This is an optimization exercise on Yosys and OpenROAD, whose aim is small area, a short achievable clock period and few clock cycles, not a production implementation. The RTL was checked by simulation tests, not by an equivalence proof against the original design. Power and IR drop assume default switching activity.

<file path="flow/design.v">
package atm_pkg;
    localparam int DATA_W  = 32;
    localparam int CFG_IW  = 4;
    localparam int CFG_DW  = 16;
    localparam logic [3:0]        DEPTH_RESET  = 4'd5;
    localparam logic [15:0]       WINDOW_RESET = 16'd1000;
    localparam logic [CFG_IW-1:0] CFG_DEPTH    = 4'd0;
    localparam logic [CFG_IW-1:0] CFG_WINDOW   = 4'd1;
endpackage
module atm_div (
    input  logic [15:0] i_rem,
    input  logic [31:0] i_quo,
    input  logic [15:0] i_dvs,
    input  logic [17:0] i_dvs3,      
    output logic [15:0] o_rem,
    output logic [31:0] o_quo
);
    logic [17:0] w_sh;
    logic [18:0] w_t1;
    logic [18:0] w_t2;
    logic [18:0] w_t3;
    always_comb begin
        w_sh = {i_rem, i_quo[31:30]};
        w_t1 = {1'b0, w_sh} - {3'b0, i_dvs};
        w_t2 = {1'b0, w_sh} - {2'b0, i_dvs, 1'b0};
        w_t3 = {1'b0, w_sh} - {1'b0, i_dvs3};
        if (!w_t3[18]) begin
            o_rem = w_t3[15:0];
            o_quo = {i_quo[29:0], 2'd3};
        end else if (!w_t2[18]) begin
            o_rem = w_t2[15:0];
            o_quo = {i_quo[29:0], 2'd2};
        end else if (!w_t1[18]) begin
            o_rem = w_t1[15:0];
            o_quo = {i_quo[29:0], 2'd1};
        end else begin
            o_rem = w_sh[15:0];
            o_quo = {i_quo[29:0], 2'd0};
        end
    end
endmodule
import atm_pkg::*;
module adaptive_throughput_meter #(
    parameter int HISTORY_SLOTS = 10
) (
    input  logic        i_clk,
    input  logic        i_rst_n,
    input  logic        i_in_valid,
    output logic        o_in_stall,
    input  logic [1:0]  i_kind,
    input  logic [15:0] i_byte_count,
    input  logic [9:0]  i_tick_ms,
    output logic        o_out_valid,
    input  logic        i_out_stall,
    output logic [31:0] o_speed,
    output logic        o_window_closed,
    output logic        o_averaged,
    input  logic        i_cfg_valid,
    output logic        o_cfg_ready,
    input  logic [atm_pkg::CFG_IW-1:0] i_cfg_index,
    input  logic [atm_pkg::CFG_DW-1:0] i_cfg_data
);
    localparam logic [2:0] S_IDLE = 3'd0;
    localparam logic [2:0] S_LOAD = 3'd1;    
    localparam logic [2:0] S_NORM = 3'd2;    
    localparam logic [2:0] S_DIV  = 3'd3;    
    localparam logic [2:0] S_STOR = 3'd4;    
    localparam logic [2:0] S_FIN  = 3'd5;    
    logic [2:0]        r_state;
    logic [3:0]        r_depth;
    logic [15:0]       r_window;
    logic [3:0]        r_hc;
    logic [31:0]       r_mean;
    logic [15:0]       r_mcount;
    logic [31:0]       r_bytes;
    logic [15:0]       r_elapsed;
    logic [31:0]       r_hmin;
    logic [31:0]       r_hmax;
    logic              r_closed;
    logic              r_mdiv;       
    logic              r_first;      
    logic              r_neg;        
    logic [3:0]        r_cnt;
    logic [15:0]       r_rem;
    logic [31:0]       r_quo;
    logic              r_out_valid;
    logic              w_out_free;
    logic              w_acc;
    logic              w_cfg_acc;
    logic [16:0]       w_el_sum;
    logic [15:0]       w_el_new;
    logic [32:0]       w_by_sum;
    logic [31:0]       w_by_new;
    logic [16:0]       w_gap;
    logic              w_closing;
    logic              w_el_nz;
    logic [41:0]       w_x;
    logic              w_trend;
    logic              w_reset_n;
    logic [32:0]       w_diff;
    logic [15:0]       w_dvs;
    logic [17:0]       w_dvs3;
    logic [5:0]        w_lx;
    logic [4:0]        w_ld;
    logic [6:0]        w_nq;
    logic [2:0]        w_chunks;
    logic              w_sat;
    logic [47:0]       w_norm;
    logic [15:0]       w_rem_n;
    logic [31:0]       w_quo_n;
    logic [2:0]        w_after;      
    logic              w_after_out;  
    function automatic logic [5:0] bitlen48(input logic [47:0] v);
        bitlen48 = '0;
        for (int i = 0; i < 48; i++) begin
            if (v[i]) bitlen48 = 6'(i + 1);
        end
    endfunction
    function automatic logic [4:0] bitlen16(input logic [15:0] v);
        bitlen16 = '0;
        for (int i = 0; i < 16; i++) begin
            if (v[i]) bitlen16 = 5'(i + 1);
        end
    endfunction
    assign w_out_free  = !r_out_valid || !i_out_stall;
    assign o_in_stall  = i_cfg_valid || (r_state != S_IDLE) || !w_out_free;
    assign o_cfg_ready = (r_state == S_IDLE) && !r_out_valid;
    assign w_acc       = i_in_valid && !o_in_stall;
    assign w_cfg_acc   = i_cfg_valid && o_cfg_ready;
    assign o_out_valid     = r_out_valid;
    assign o_averaged      = (r_hc != 4'd0);
    assign o_speed         = (r_hc != 4'd0) ? r_mean : r_quo;
    assign o_window_closed = r_closed;
    always_comb begin
        w_el_sum  = {1'b0, r_elapsed} + 17'(i_tick_ms);
        w_el_new  = w_el_sum[16] ? 16'hFFFF : w_el_sum[15:0];
        w_by_sum  = {1'b0, r_bytes} + 33'(i_byte_count);
        w_by_new  = w_by_sum[32] ? 32'hFFFF_FFFF : w_by_sum[31:0];
        w_gap     = {1'b0, r_window} - {1'b0, r_elapsed};
        w_closing = (i_kind == 2'd1) && (r_window != 16'hFFFF)
                 && (w_gap[16] || (16'(i_tick_ms) > w_gap[15:0]));
        w_el_nz   = (r_elapsed != 16'd0) || (i_tick_ms != 10'd0);
        w_x       = {(42'(r_bytes) << 7) - (42'(r_bytes) << 1) - 42'(r_bytes)} << 3;
        w_trend   = (r_depth == 4'd0) || (r_hmin >= r_mean) || (r_hmax <= r_mean);
        w_reset_n = r_closed && (r_hc > r_depth) && w_trend;
        w_diff    = {1'b0, r_quo} - {1'b0, r_mean};
        w_dvs     = r_mdiv ? r_mcount : r_elapsed;
        w_dvs3    = 18'(w_dvs) + {1'b0, w_dvs, 1'b0};
        w_lx      = bitlen48({r_rem, r_quo});
        w_ld      = bitlen16(w_dvs);
        w_nq      = 7'(w_lx) - 7'(w_ld) + 7'd1;
        if (w_nq[6] || w_nq == 7'd0)  w_chunks = 3'd0;
        else if (w_nq <= 7'd8)        w_chunks = 3'd1;
        else if (w_nq <= 7'd16)       w_chunks = 3'd2;
        else if (w_nq <= 7'd24)       w_chunks = 3'd3;
        else                          w_chunks = 3'd4;
        case (w_chunks)
            3'd1:    w_norm = {r_rem, r_quo} << 24;
            3'd2:    w_norm = {r_rem, r_quo} << 16;
            3'd3:    w_norm = {r_rem, r_quo} << 8;
            default: w_norm = {r_rem, r_quo};
        endcase
        w_sat     = (r_rem >= w_dvs);
        if (r_mdiv) begin
            w_after = S_FIN;
        end else if (r_closed) begin
            w_after = S_STOR;
        end else begin
            w_after = S_IDLE;
        end
        w_after_out = !r_mdiv && !r_closed;
    end
    atm_div u_div (
        .i_rem  (r_rem),
        .i_quo  (r_quo),
        .i_dvs  (w_dvs),
        .i_dvs3 (w_dvs3),
        .o_rem  (w_rem_n),
        .o_quo  (w_quo_n)
    );
    always_ff @(posedge i_clk) begin
        if (!i_rst_n) begin
            r_state     <= S_IDLE;
            r_depth     <= DEPTH_RESET;
            r_window    <= WINDOW_RESET;
            r_hc        <= '0;
            r_mean      <= '0;
            r_mcount    <= '0;
            r_bytes     <= '0;
            r_elapsed   <= '0;
            r_out_valid <= 1'b0;
        end else begin
            if (r_out_valid && !i_out_stall) begin
                r_out_valid <= 1'b0;
            end
            if (w_cfg_acc) begin
                case (i_cfg_index)
                    CFG_DEPTH: begin
                        if (i_cfg_data[3:0] < 4'(HISTORY_SLOTS)) begin
                            r_depth <= i_cfg_data[3:0];
                            r_hc    <= '0;
                            r_mean  <= '0;
                        end
                    end
                    CFG_WINDOW: r_window <= i_cfg_data;
                    default: ;
                endcase
            end
            case (r_state)
                S_IDLE: begin
                    if (w_acc) begin
                        case (i_kind)
                            2'd0: begin
                                r_bytes <= w_by_new;
                                if (r_hc == 4'd0 && r_elapsed != 16'd0) begin
                                    r_state <= S_LOAD;
                                end else begin
                                    r_out_valid <= 1'b1;
                                end
                            end
                            2'd1: begin
                                r_elapsed <= w_el_new;
                                if (w_closing || (r_hc == 4'd0 && w_el_nz)) begin
                                    r_state <= S_LOAD;
                                end else begin
                                    r_out_valid <= 1'b1;
                                end
                            end
                            2'd2: begin
                                r_bytes     <= '0;
                                r_elapsed   <= '0;
                                r_hc        <= '0;
                                r_mean      <= '0;
                                r_mcount    <= '0;
                                r_out_valid <= 1'b1;
                            end
                            default: begin
                                if (r_hc == 4'd0 && r_elapsed != 16'd0) begin
                                    r_state <= S_LOAD;
                                end else begin
                                    r_out_valid <= 1'b1;
                                end
                            end
                        endcase
                    end
                end
                S_LOAD: begin
                    if (r_closed) begin
                        if (r_hc > r_depth) begin
                            r_hc <= '0;
                        end
                        if (w_reset_n || r_mcount == 16'd0) begin
                            r_mcount <= 16'd1;
                        end else if (r_mcount != 16'hFFFF) begin
                            r_mcount <= r_mcount + 16'd1;
                        end
                    end
                    r_state <= S_NORM;
                end
                S_NORM: begin
                    if (w_sat || w_chunks == 3'd0) begin
                        r_state <= w_after;
                        if (w_after_out) begin
                            r_out_valid <= 1'b1;
                        end
                    end else begin
                        r_state <= S_DIV;
                    end
                end
                S_DIV: begin
                    if (r_cnt == 4'd0) begin
                        r_state <= w_after;
                        if (w_after_out) begin
                            r_out_valid <= 1'b1;
                        end
                    end
                end
                S_STOR: begin
                    r_hc      <= r_hc + 4'd1;
                    r_bytes   <= '0;
                    r_elapsed <= '0;
                    if (r_first) begin
                        r_mean      <= r_quo;
                        r_state     <= S_IDLE;
                        r_out_valid <= 1'b1;
                    end else begin
                        r_state <= S_NORM;
                    end
                end
                S_FIN: begin
                    r_mean      <= r_mean + (r_quo ^ {32{r_neg}});
                    r_state     <= S_IDLE;
                    r_out_valid <= 1'b1;
                end
                default: r_state <= S_IDLE;
            endcase
        end
    end
    always_ff @(posedge i_clk) begin
        case (r_state)
            S_IDLE: begin
                if (w_acc) begin
                    r_closed <= w_closing;
                    r_mdiv   <= 1'b0;
                    r_quo    <= '0;
                end
            end
            S_LOAD: begin
                r_first <= w_reset_n || r_mcount == 16'd0;
                r_rem   <= 16'(w_x[41:32]);
                r_quo   <= w_x[31:0];
            end
            S_NORM: begin
                r_cnt <= {2'(w_chunks - 3'd1), 2'b11};
                if (w_sat) begin
                    r_quo <= '1;
                end else if (w_chunks == 3'd0) begin
                    r_quo <= '0;
                end else begin
                    {r_rem, r_quo} <= w_norm;
                end
            end
            S_DIV: begin
                r_cnt <= r_cnt - 4'd1;
                r_rem <= w_rem_n;
                r_quo <= w_quo_n;
            end
            S_STOR: begin
                if (r_hc < r_depth) begin
                    if (r_hc == 4'd0 || r_quo < r_hmin) r_hmin <= r_quo;
                    if (r_hc == 4'd0 || r_quo > r_hmax) r_hmax <= r_quo;
                end
                r_mdiv <= 1'b1;
                r_neg  <= w_diff[32];
                r_rem  <= '0;
                r_quo  <= w_diff[32] ? ~w_diff[31:0] : w_diff[31:0];
            end
            default: ;
        endcase
    end
endmodule
</file>
<file path="flow/constraint.sdc">
create_clock -name core_clock -period 8.5 [get_ports {i_clk}]
set_input_delay 1.7000 -clock core_clock [delete_from_list [all_inputs] [get_ports {i_clk}]]
set_output_delay 1.7000 -clock core_clock [all_outputs]
set_load 0.01 [all_outputs]
</file>
<file path="flow/config.mk">
export PLATFORM = sky130hd
export DESIGN_NAME = adaptive_throughput_meter
export DESIGN_NICKNAME = adaptive_throughput_meter
export VERILOG_FILES = /design/flow/design.v
export SDC_FILE = /design/flow/constraint.sdc
export NUM_CORES = 4
export LEC_CHECK = 0
export CAP_MARGIN = 20
export CORE_MARGIN = 2
export CORE_UTILIZATION = 40
export SLEW_MARGIN = 20
</file>
<file path="flow/run.sh">
#!/bin/bash
# synth_recipe.tcl (not shown) runs the flow's synth.tcl, then flattens the netlist and writes it again
# the make line also repeats each setting of config.mk as NAME=value (left out here)
make -C /OpenROAD-flow-scripts/flow DESIGN_CONFIG=/design/flow/config.mk WORK_HOME=/design/flow/orfs CLKGATE_MAP_FILE= SYNTH_SCRIPT=/design/flow/synth_recipe.tcl finish
</file>
==> run notes <==
- Post-cts hold buffer count: 0
- Number of diodes: 0
- Via count of the first global-routing pass: 23400
- Worst-case vdd ir drop: slightly below 200 µV
- Post-placement setup slack: 1.39 ns
- Signed area change from the synthesized netlist to the final layout: 10.7%
- Synth area leader: sky130_fd_sc_hd__ha_1
- Wire length of the first global-routing pass: between 100 and 150 mm
- Post-route setup TNS: 0 ns
- Die Ht: 263 µm
- Count of flip-flops with a built-in enable after synthesis: 120
- Terminating pin of the worst hold path: r_mean[1]$_SDFF_PN0_
- Synth top area cells: sky130_fd_sc_hd__ha_1, sky130_fd_sc_hd__edfxtp_1, sky130_fd_sc_hd__dfxtp_1
- Final critical delay including setup and external delays: roughly 7 ns
- Max Transition Viols Final: 0
- Wire length reported by the detailed router: 85.6 mm
- CP peak stage delay: roughly 0.84 ns
- Htree depth: 1
- Most repeated cell in the gate-level netlist after synthesis: sky130_fd_sc_hd__ha_1
- Total global routing track utilization: about a quarter
- Slack of the worst reg-to-reg path: about 1.5 ns
- Number of sinks driven by the clock tree: 244
- Initial standard-cell utilization of the core: about two fifths
- Critical path origin: r_quo[1]$_DFFE_PP_
- Worst Hold Class: flip-flop to flip-flop
- Reg-to-Reg End: r_quo[8]$_DFFE_PP_
- Static leakage: about 0.012 µW
- Hold Crit Depth: 2
- Total of warnings raised by yosys: 2
- Worst R2R Path Depth: 27
- Clock latency reported for the late side of the worst-skew pair: roughly 0.6 ns
- Period utilization: between 80% and 90%
- Capturing element type of the critical path: flip-flop
- Top cell type's share of synthesized area: roughly 19%
- Setup fix buffers added after clock tree synthesis: 0
- Via count: ~24000
- Die span in x: approximately 260 µm
- Sequential share of the synthesized area: 22.8%
- Overflow after GRT: 0
- Arr. time, crit path: a little over 7 ns
- TritonCTS Buffers: 31
- RePlAce Congestion: about 0.88
- Detailed Place HPWL: ~65 mm
- DRC: 0
- Count of input and output buffers: about 90
- Most instantiated cells after synthesis: sky130_fd_sc_hd__ha_1, sky130_fd_sc_hd__nand2_1, sky130_fd_sc_hd__a21oi_1, sky130_fd_sc_hd__inv_1, sky130_fd_sc_hd__o21ai_0
- Master of the slowest instance on the critical path: sky130_fd_sc_hd__o221a_2
- Crit path required time: slightly below 9 ns
- Worst clock skew: about 0.021 ns
- Number of DRC markers after the initial detailed-route iteration: between 2000 and 2500
- Beginning of the worst hold path: r_mean[1]$_SDFF_PN0_
- Fraction of final layout cells sized beyond drive strength 1: around 4.5%
- Vias per cell: approximately 5.9
- Root buffer cell: sky130_fd_sc_hd__clkbuf_16
- Post-synthesis cell type count: 94
- Launching element type of the critical path: flip-flop
- Combined area of all synthesized cells: ~27000 µm²
- First-pass iteration count of the detailed router: 7
- Worst-path maximum fanout: 32
- Core area: about 66000 µm²
- Measured slew at the worst slew-check pin: ~0.95 ns
- Startpoint of the most critical register-to-register path: r_quo[1]$_DFFE_PP_
- Fin. Hold Viols: 0
- Antenna violations before repair: 1
- TritonCTS clock tree: done
- Top FF cell, synth: sky130_fd_sc_hd__dfxtp_1
- Hold WS: between 0.4 and 0.5 ns
- Post-Synthesis Mean Instance Area: 8.34 µm²
- Achievable frequency: 143 MHz
- Status: complete, no violations
- Final critical-path setup slack: 1.52 ns
- CTS clock-pin slew for the worst setup and hold paths: about 0.06 ns
- Maximum number of pins on one net before global-route repair: between 60 and 70
- Residual antenna-violating net count after detailed routing: 0
- Total die area: between 60000 and 70000 µm²
- Number of instances in the synthesized netlist: ~3200
- Unrepaired setup endpoints after global routing: false
- WL per Instance: 20.7 µm
- Power per Cell Area: between 300 and 400 nW/µm²
- Io pins: 90
- Resized Gates After CTS: 0
- Post-synthesis async set-or-reset flop share: 0%
- Relative slew slack: between 30% and 40%
- Critical path class: flip-flop to flip-flop
- Num rows: 94
- Number of register bits inferred by synthesis: 244
- # setup viols final: 0
- Max-cap check violation count: 0
- Number of fill cells: between 6000 and 7000
- Layout net count: around 3800
- Maximum buffer depth of the clock tree: 3
- Post-Syn Nets: roughly 3700
cell families (layout without fill, tap and decap cells):
kind of cell    after synthesis  after routing  synth area share (%)
compound gates             1044           1044                  25.9
xor+xnor                    226            226                  7.40
mux                          29             29                  1.10
fa+ha+maj                   445            445                  22.2
flops                       244            244                  22.8
simple gates                846            846                  15.3
buf+inv                     374            444                  5.40
per-stage QoR:
step | utilization, % | power (µW) | area (µm²) | std cells
after floorplan | - | 7150 | 26700 | 3208
after global placement | 43.3 | 9210 | 28600 | 4085
after detailed placement | 43.3 | 9210 | 28600 | 4085
after CTS | 44.8 | 10600 | 29600 | 4142
after global routing | 44.9 | 11500 | 29600 | 4142
final | 44.9 | 10700 | 29600 | 4142
where the power goes:
| group | total [µW] | switching (µW) | internal (µW) |
|---|---|---|---|
| logic | 7300 | 4350 | 2950 |
| clock network | 1350 | 559 | 790 |
| registers | 2070 | 476 | 1600 |
final cells by class:
cell class	instances	area, µm²	area share, %
multi-input combinational	2590	19200	65.0
sequential	244	6090	20.6
timing repair buffer	133	1220	4.13
tap	864	1080	3.65
clock buffer	46	902	3.05
clock inverter	11	115	0.389
inverter	254	955	3.22
flip-flops by register name (all words and copies together) (netlist names), 16 cells and up:
register,cells
r_hmin,32
r_elapsed,16
r_window,16
r_quo,32
r_bytes,32
r_rem,16
r_hmax,32
r_mean,32
r_mcount,16
per-layer routing:
layer	GRT usage (%)	up-vias	routed length, µm
li1	-	12000	-
met1	33.6	11500	39500
met2	38.1	805	37300
met3	4.24	139	6310
met4	6.54	2	2470
met5	0	-	13
worst max-delay path by stage:
stage	slack (ns)	depth (start not counted)	end
final	1.52	27	r_quo[8]$_DFFE_PP_
after global placement	1.44	26	r_quo[7]$_DFFE_PP_
after global routing	1.04	28	r_quo[13]$_DFFE_PP_
after floorplan	0.87	31	r_rem[0]$_DFFE_PP_
after detailed placement	1.39	26	r_quo[8]$_DFFE_PP_
after CTS	1.35	26	r_quo[8]$_DFFE_PP_
critical path, delay by kind of cell (launching register included):
kind | cells | cell delay, ns
AOI/OAI and AO/OA | 11 | 2.82
adders and majority gates | 4 | 0.95
buffers and inverters | 4 | 0.54
DFF | 1 | 0.69
and+or+nand+nor | 8 | 1.61
layout by cell type, fill, tap and decap left out, drive strengths merged, types with 38 or more instances in the layout:
| cell | netlist | final |
|---|---|---|
| a21o | 82 | 82 |
| nor2 | 194 | 194 |
| dfxtp | 124 | 124 |
| o21a | 47 | 47 |
| a211oi | 41 | 41 |
| nand4 | 38 | 38 |
| xnor2 | 138 | 138 |
| inv | 251 | 252 |
| nand3 | 61 | 61 |
| o211ai | 48 | 48 |
| clkdlybuf4s50 | 0 | 89 |
| clkbuf | 102 | 46 |
| a21oi | 256 | 256 |
| fa | 48 | 48 |
| xor2 | 88 | 88 |
| buf | 18 | 44 |
| ha | 397 | 397 |
| o21ai | 259 | 259 |
| edfxtp | 120 | 120 |
| nand2 | 264 | 264 |
| nor3 | 69 | 69 |
Testbench counts, summed over its fixed seeds: cycles 43,059.

-- afterwards: timing with drivers on the ports --
The results above use ideal ports. As a check the final layout listed here was re-extracted and re-timed, cells and wires unchanged. Step 1 assumes that a clkbuf_16 drives the clock port and a buf_2 every other input. Step 2 adds t to the input delays and takes it off the output delays; t is the mean of the earliest and latest rising clock arrival at the registers after step 1. Input paths then give back, and output paths get back, about the clock's delay inside the block. a / b / c = ideal / step 1 / step 2; a / b = the first two.
shift t [ns]: 0.649
setup slack, ns: 1.525 / 1.525 / 1.525
worst register clock-pin slew, ns: 0.07 / 0.07
worst data-port slew with drivers (ns): 0.05
After both steps this run still meets setup and hold. The setup slack of this run moves by 0.000 ns with the drivers and by 0.000 ns with both steps.
